Background: an optimization exercise with open tools, aiming at small area. Do not read the settings as production practice. At most, simulation tests tie the RTL to the original design; equivalence was not proved.

==> wip/zinc: inputs <==
## core_top
module core_top (
    input  wire        clk,
    input  wire        rst,
    output wire        imem_req_valid,
    input  wire        imem_req_ready,
    output wire [63:0] imem_req_addr,
    input  wire        imem_rsp_valid,
    output wire        imem_rsp_ready,
    input  wire [63:0] imem_rsp_rdata,
    output wire        dmem_req_valid,
    input  wire        dmem_req_ready,
    output wire [63:0] dmem_req_addr,
    output wire        dmem_req_we,
    output wire [63:0] dmem_req_wdata,
    input  wire        dmem_rsp_valid,
    output wire        dmem_rsp_ready,
    input  wire [63:0] dmem_rsp_rdata,
    output wire        retire_valid,
    output wire [63:0] retire_pc,
    output wire [4:0]  retire_rd,
    output wire        retire_rd_we,
    output wire [63:0] retire_rd_data
);
==> flow/config.mk <==
export PLATFORM = sky130hd
export DESIGN_NAME = core_top
export DESIGN_NICKNAME = core_top
export VERILOG_FILES = /design/flow/design.v
export SDC_FILE = /design/flow/constraint.sdc
export NUM_CORES = 8
export LEC_CHECK = 0
export CAP_MARGIN = 20
export CORE_MARGIN = 2
export CORE_UTILIZATION = 55
export CTS_CLUSTER_DIAMETER = 120
export CTS_CLUSTER_SIZE = 25
export SETUP_SLACK_MARGIN = 0.2
export SLEW_MARGIN = 20
export SYNTH_HIERARCHICAL = 1
export SYNTH_MINIMUM_KEEP_SIZE = 0
==> flow/constraint.sdc <==
create_clock -name core_clock -period 7.0 [get_ports {clk}]
set_input_delay 1.4000 -clock core_clock [delete_from_list [all_inputs] [get_ports {clk}]]
set_output_delay 1.4000 -clock core_clock [all_outputs]
set_load 0.01 [all_outputs]
standard.sh (not shown) runs the stock make flow with config.mk's settings and CLKGATE_MAP_FILE= SYNTH_SCRIPT=/design/flow/synth_recipe.tcl, a recipe that flattens the netlist after the stock synthesis.
==> flow/flow/run.sh <==
#!/bin/bash
# The standard layout (the standard.sh, ORFS from synthesis to the final
# layout) with these changes:
#  - the buffers that buffer_ports puts on every input and output port are
#    sky130_fd_sc_hd__buf_1 instead of the cell it picks by default;
#  - clock tree synthesis inserts no dummy loads.
# The full make output goes to standard.log in this folder; ORFS's own
# per-step logs are under orfs/logs.
set -euo pipefail
here=$(pwd)
bash standard.sh \
  "SYNTH_SCRIPT=$here/flow/synth.tcl" \
  "BUFFER_PORTS_ARGS=-buffer_cell sky130_fd_sc_hd__buf_1" \
  "CTS_ARGS=-sink_clustering_enable -repair_clock_nets -sink_clustering_size 25 -sink_clustering_max_diameter 120 -dont_use_dummy_load" \
  finish > standard.log 2>&1
==> flow/flow/area.abc <==
strash
dch
map -a
topo
==> flow/flow/speed.abc <==
&get -n
&st
&dch
&nf
&st
&syn2
&if -g -K 6
&synch2
&nf
&st
&syn2
&if -g -K 6
&synch2
&nf
&st
&syn2
&if -g -K 6
&synch2
&nf
&st
&syn2
&if -g -K 6
&synch2
&nf
&st
&syn2
&if -g -K 6
&synch2
&nf
&put
==> flow/flow/synth.tcl <==
proc synth {args} { yosys synth -nofsm -noshare {*}$args }
set ::area_abc [file join [file dirname [info script]] area.abc]
set ::speed_abc [file join [file dirname [info script]] speed.abc]
proc with_script {script arglist} {
  set a {}
  set skip 0
  foreach x $arglist {
    if {$skip} { lappend a $script; set skip 0; continue }
    if {$x eq "-script"} { lappend a $x; set skip 1; continue }
    lappend a $x
  }
  return $a
}
proc abc {args} {
  yosys abc {*}[with_script $::area_abc $args] rf_ring pc_upper fetch_stage
  yosys abc {*}[with_script $::speed_abc $args] core_top reg_file rf_port_a rf_port_b execute_stage writeback_stage
}
source $::env(SCRIPTS_DIR)/synth.tcl
# left out here: clear keep_hierarchy, flatten, clean up, hide names made inside functions, write 1_2_yosys.v
==> wip/juniper: changes against wip/zinc <==
--- a/flow/design.v
+++ b/flow/design.v
@@ -224,16 +224,17 @@
     reg         rval;    
     reg  [4:0]  rrd;
     reg         rwe;
     reg  [20:2] opc;     
     reg         nh;      
     reg         ns;      
     reg         tk;      
     reg         dpend;   
+    reg         dwe;     
     reg  [2:0]  dout;    
     reg         carry;
     reg         eqacc;
     reg  [63:0] rr;      
     reg  [63:0] ww;      
     wire ph0 = (ph == 2'd0);
     wire ph3 = (ph == 2'd3);
     wire [2:0]  f3     = ir[14:12];
@@ -310,21 +311,22 @@
         .cout (cout)
     );
     wire [15:0] res = alu;
     assign wd  = clr ? 16'd0 : res;
     assign wen = run && (ldw || (writes && !is_ld));
     wire eq    = eqacc && (a_rf == b_rf);
     wire taken = f3[0] ? !eq : eq;
     wire ld_rsp = !dpend && dout == 3'd1 && dmem_rsp_valid;
-    wire start  = !clr && irv && !xd && !dpend && (ldw ? ld_rsp : known);
+    wire start  = !clr && irv && !xd && (!dpend || dmem_req_ready) && (ldw ? ld_rsp : known);
     assign run  = ph0 ? start : act;
     wire end_rnd = run && ph3;
     wire end_fin = end_rnd && (ldw || !is_ld);    
-    wire mem_iss = end_rnd && !ldw && (is_ld || is_sd);
+    wire ld_iss  = end_rnd && !ldw && is_ld;
+    wire st_iss  = end_rnd && is_sd;
     wire [18:0] joff = is_jal ? {ir[31], ir[19:12], ir[20], ir[30:22]}
                               : {{9{ir[31]}}, ir[7], ir[30:25], ir[11:9]};
     wire [18:0] lo;
     wire        lo_c;
     wire        jump = irv && guess;
     fetch_stage u_pcadd (
         .pc   (pc[20:2]),
         .inc  (irv),
@@ -334,19 +336,18 @@
         .c    (lo_c)
     );
     wire        sgn  = jump && joff[18];
     wire        hchg = lo_c != sgn;         
     wire        skip = irv && hchg && !rt;
     wire tk_now   = end_fin ? taken : tk;
     wire mis      = is_br && (tk_now != guess);
     wire done     = irv && (end_fin || xd || !known);
-    wire store_ok = !is_sd || !dmem_req_valid || dmem_req_ready;
     wire fetched  = nf || skip;    
-    wire adv_any  = done && fetched && store_ok;
+    wire adv_any  = done && fetched;
     wire advance  = adv_any && !mis && !rt;
     wire fixup    = done && fetched && mis;
     wire [63:21] hi;
     pc_upper u_pchi (
         .go (rt && nh),
         .dn (ns),
         .h  (pc[63:21]),
         .y  (hi)
@@ -360,28 +361,27 @@
         (nxt[6:0] == 7'b0010011 && nf3 == 3'b000) ? C_ADDI :
         (nxt[6:0] == 7'b0000011 && nf3 == 3'b011) ? C_LD :
         (nxt[6:0] == 7'b0100011 && nf3 == 3'b011) ? C_SD :
         (nxt[6:0] == 7'b1100011 && nf3[2:1] == 2'b00) ? C_BR :
         (nxt[6:0] == 7'b1101111) ? C_JAL : C_NONE;
     assign imem_req_valid = !nf && !hchg && !(rt && nh);
     assign imem_req_addr  = {pc[63:21], lo[18:1], 3'b000};
     assign imem_rsp_ready = drop || ((!irv || adv_any) && nf);
-    wire byp = end_rnd;
-    assign dmem_req_valid = dpend || mem_iss;
-    assign dmem_req_we    = is_sd;
+    assign dmem_req_valid = dpend || ld_iss;
+    assign dmem_req_we    = dpend && dwe;
     wire [15:0] addr3;
     writeback_stage u_addr3 (
         .a   (a_rf),
         .sgn (imm12[11]),
         .c   (carry),
         .y   (addr3)
     );
-    assign dmem_req_addr  = {byp ? addr3 : rr[63:48], rr[47:0]};
-    assign dmem_req_wdata = {byp ? b_rf : ww[63:48], ww[47:0]};
+    assign dmem_req_addr  = {ld_iss ? addr3 : rr[63:48], rr[47:0]};
+    assign dmem_req_wdata = ww;
     assign dmem_rsp_ready = !(ldw && !dpend && dout == 3'd1) || (end_rnd && ldw);
     assign retire_valid   = rt && rval;
     assign retire_pc      = {pc[63:21], opc, 2'b00};
     assign retire_rd      = rrd;
     assign retire_rd_we   = rwe;
     assign retire_rd_data = rr;
     wire dfire  = dmem_req_valid && dmem_req_ready;
     wire drfire = dmem_rsp_valid && dmem_rsp_ready;
@@ -393,33 +393,35 @@
             ldw   <= 1'b0;
             irv   <= 1'b0;
             pc    <= 62'd0;
             nf    <= 1'b0;
             drop  <= 1'b0;
             xd    <= 1'b0;
             rt    <= 1'b0;
             dpend <= 1'b0;
+            dwe   <= 1'b0;
             dout  <= 3'd0;
         end else begin
             ph    <= ph + 2'd1;
             if (ph3) clr <= 1'b0;
             act   <= run && !ph3;
             if (end_rnd) ldw <= !ldw && is_ld;
             pc    <= pc_d;
             if (ld_ir) irv <= 1'b1;
             else if (advance) irv <= 1'b0;
             if (imem_req_valid && imem_req_ready) nf <= 1'b1;
             if (ld_ir || fixup) nf <= 1'b0;
             if (fixup) drop <= nf && !imem_rsp_valid;   
             else if (imem_rsp_valid) drop <= 1'b0;
             rt    <= advance;
             if (advance) xd <= 1'b0;
             else if (end_fin || fixup) xd <= 1'b1;
-            dpend <= dmem_req_valid && !dmem_req_ready;
+            dpend <= (dmem_req_valid && !dmem_req_ready) || st_iss;
+            dwe   <= (dwe && dpend && !dmem_req_ready) || st_iss;
             dout  <= dout + {2'd0, dfire} - {2'd0, drfire};
         end
     end
     always @(posedge clk) begin
         if (ld_ir) begin
             ir    <= nxt[31:7];
             cls   <= nxt_cls;
             guess <= (nxt_cls == C_JAL) || (nxt_cls == C_BR && nxt[12]);
==> flow/flow/synth.tcl (replaced) <==
proc synth {args} { yosys synth -nofsm -noshare {*}$args }
set ::area_abc [file join [file dirname [info script]] area.abc]
proc abc {args} {
  set a {}
  set skip 0
  foreach x $args {
    if {$skip} { lappend a $::area_abc; set skip 0; continue }
    if {$x eq "-script"} { lappend a $x; set skip 1; continue }
    lappend a $x
  }
  yosys abc {*}$a rf_ring pc_upper
  yosys abc {*}$args core_top reg_file rf_port_a rf_port_b execute_stage fetch_stage writeback_stage
}
source $::env(SCRIPTS_DIR)/synth.tcl
# left out here: clear keep_hierarchy, flatten, clean up, hide names made inside functions, write 1_2_yosys.v
removed: flow/flow/speed.abc
==> wip/maple: changes against wip/zinc <==
--- a/flow/design.v
+++ b/flow/design.v
@@ -29,35 +29,16 @@
         end
     endgenerate
     assign lo = p[0] ^ {g[5][N-2:0], 1'b0};
     assign c  = g[5][N-1];
 endmodule
 `default_nettype wire
 `timescale 1ns/1ps
 `default_nettype none
-module pc_upper (
-    input  wire        go,
-    input  wire        dn,
-    input  wire [42:0] h,
-    output reg  [42:0] y
-);
-    reg [43:0] chain;
-    integer    i;
-    always @(*) begin
-        chain[0] = go;
-        for (i = 0; i < 43; i = i + 1) begin
-            chain[i+1] = chain[i] && (h[i] != dn);
-            y[i]       = h[i] ^ chain[i];
-        end
-    end
-endmodule
-`default_nettype wire
-`timescale 1ns/1ps
-`default_nettype none
 module reg_file (
     input  wire        clk,
     input  wire        clr,
     input  wire        wen,
     input  wire [4:0]  rd,
     input  wire [15:0] wd,
     input  wire [4:0]  rs1,
     input  wire [4:0]  rs2,
@@ -315,47 +296,50 @@
     wire eq    = eqacc && (a_rf == b_rf);
     wire taken = f3[0] ? !eq : eq;
     wire ld_rsp = !dpend && dout == 3'd1 && dmem_rsp_valid;
     wire start  = !clr && irv && !xd && !dpend && (ldw ? ld_rsp : known);
     assign run  = ph0 ? start : act;
     wire end_rnd = run && ph3;
     wire end_fin = end_rnd && (ldw || !is_ld);    
     wire mem_iss = end_rnd && !ldw && (is_ld || is_sd);
+    wire tk_now   = end_fin ? taken : tk;
+    wire mis      = is_br && (tk_now != guess);
+    wire done     = irv && (end_fin || xd || !known);
+    wire store_ok = !is_sd || !dmem_req_valid || dmem_req_ready;
+    wire fetched  = nf || skip;    
+    wire adv_any  = done && fetched && store_ok;
+    wire advance  = adv_any && !mis && !rt;
+    wire fixup    = done && fetched && mis;
     wire [18:0] joff = is_jal ? {ir[31], ir[19:12], ir[20], ir[30:22]}
                               : {{9{ir[31]}}, ir[7], ir[30:25], ir[11:9]};
     wire [18:0] lo;
     wire        lo_c;
     wire        jump = irv && guess;
     fetch_stage u_pcadd (
         .pc   (pc[20:2]),
         .inc  (irv),
         .jump (jump),
         .off  (joff),
         .lo   (lo),
         .c    (lo_c)
     );
     wire        sgn  = jump && joff[18];
     wire        hchg = lo_c != sgn;         
     wire        skip = irv && hchg && !rt;
-    wire tk_now   = end_fin ? taken : tk;
-    wire mis      = is_br && (tk_now != guess);
-    wire done     = irv && (end_fin || xd || !known);
-    wire store_ok = !is_sd || !dmem_req_valid || dmem_req_ready;
-    wire fetched  = nf || skip;    
-    wire adv_any  = done && fetched && store_ok;
-    wire advance  = adv_any && !mis && !rt;
-    wire fixup    = done && fetched && mis;
-    wire [63:21] hi;
-    pc_upper u_pchi (
-        .go (rt && nh),
-        .dn (ns),
-        .h  (pc[63:21]),
-        .y  (hi)
-    );
+    reg  [43:0] chain;
+    reg  [63:21] hi;
+    integer     h;
+    always @(*) begin
+        chain[0] = rt && nh;
+        for (h = 0; h < 43; h = h + 1) begin
+            chain[h+1] = chain[h] && (pc[21+h] != ns);
+            hi[21+h]   = pc[21+h] ^ chain[h];
+        end
+    end
     wire [63:2] pc_d = {hi, advance ? lo : pc[20:2]};
     wire ld_ir = (!irv || advance) && nf && !drop && imem_rsp_valid;
     wire [31:0] nxt = pc_d[2] ? imem_rsp_rdata[63:32] : imem_rsp_rdata[31:0];
     wire [2:0]  nf3 = nxt[14:12];
     wire [2:0]  nxt_cls =
         (nxt[6:0] == 7'b0110011 && (nf3 == 3'b000 || nf3 == 3'b100 || nf3[2:1] == 2'b11)) ? C_OP :
         (nxt[6:0] == 7'b0010011 && nf3 == 3'b000) ? C_ADDI :
         (nxt[6:0] == 7'b0000011 && nf3 == 3'b011) ? C_LD :
==> flow/flow/synth.tcl (replaced) <==
proc synth {args} { yosys synth -nofsm -noshare {*}$args }
# Technology mapping: the register file's rings and its rs2 read port get an
# area-oriented ABC script; the other modules the standard one.
set ::area_abc [file join [file dirname [info script]] area.abc]
proc abc {args} {
  set a {}
  set skip 0
  foreach x $args {
    if {$skip} { lappend a $::area_abc; set skip 0; continue }
    if {$x eq "-script"} { lappend a $x; set skip 1; continue }
    lappend a $x
  }
  yosys abc {*}$a rf_ring rf_port_b
  yosys abc {*}$args core_top reg_file rf_port_a execute_stage fetch_stage writeback_stage
}
source $::env(SCRIPTS_DIR)/synth.tcl
# left out here: clear keep_hierarchy, flatten, clean up, hide names made inside functions, write 1_2_yosys.v
removed: flow/flow/speed.abc
==> impl_metrics.toml <==
[status]
status = "finished clean"

[power]
power_density_mw_per_mm2 = 359.0
p_leak_nw = 30.12
vdd_drop_max_v = 0.0003061

[worst_setup_path]
required_ns = 7.61

[cts]
clkTransAtPathRegs_ns = 0.10

[grt]
grt_pass1_wl_um = 334200
grt_max_degree = 77

[layout]
n_fill_cell = 11030

[timing]
final.period_utilization_pct = 97.42

[drt]
routed-wl-met3_um = 22870
The numbers above come from wip/maple.

==> impl_metrics.toml <==
[status]
status = "finished clean"

[power]
p_leak_nw = 29.30
vdd_drop_max_v = 0.0003053
power_density_mw_per_mm2 = 393.2

[grt]
grt_max_degree = 73
grt_pass1_wl_um = 312500

[timing]
final.period_utilization_pct = 96.80

[cts]
clkTransAtPathRegs_ns = 0.10

[worst_setup_path]
required_ns = 5.60

[drt]
routed-wl-met3_um = 18120
The numbers above come from wip/zinc.

==> impl_metrics.toml <==
[grt]
grt_pass1_wl_um = 306700
grt_max_degree = 78

[worst_setup_path]
required_ns = 5.60

[power]
power_density_mw_per_mm2 = 375.1
vdd_drop_max_v = 0.0002585
p_leak_nw = 29.48

[drt]
routed-wl-met3_um = 15090

[cts]
clkTransAtPathRegs_ns = 0.09

[layout]
n_fill_cell = 11180

[timing]
final.period_utilization_pct = 94.83

[status]
status = "finished clean"
The numbers above come from wip/juniper.

Only the layout flow was run in wip/juniper and wip/maple; the RTL was not checked for function there.

re-timing with driven ports:
The results above use ideal ports. As a check the final layouts listed here were re-extracted and re-timed, cells and wires unchanged. Step 1, drivers: a clkbuf_16 drives clk and a buf_2 each remaining input, both assumed. Step 2 adds t to the input delays and takes it off the output delays; t is the mean of the earliest and latest rising clock arrival at the registers after step 1. Input paths then give back, and output paths get back, about the clock's delay inside the block. Slacks: ideal / step 1 / step 2; pairs: ideal / step 1.
| run | shift t [ns] | setup slack, ns | worst hold slack (ns) |
|---|---|---|---|
| wip/zinc | 0.811 | 0.224 / 0.147 / 0.391 | 0.277 / 0.277 / 0.277 |
| wip/juniper | 0.796 | 0.362 / 0.284 / 0.471 | 0.279 / 0.279 / 0.279 |
| wip/maple | 0.784 | 0.181 / 0.169 / 0.181 | 0.279 / 0.279 / 0.279 |
After both steps every run listed still meets setup and hold.
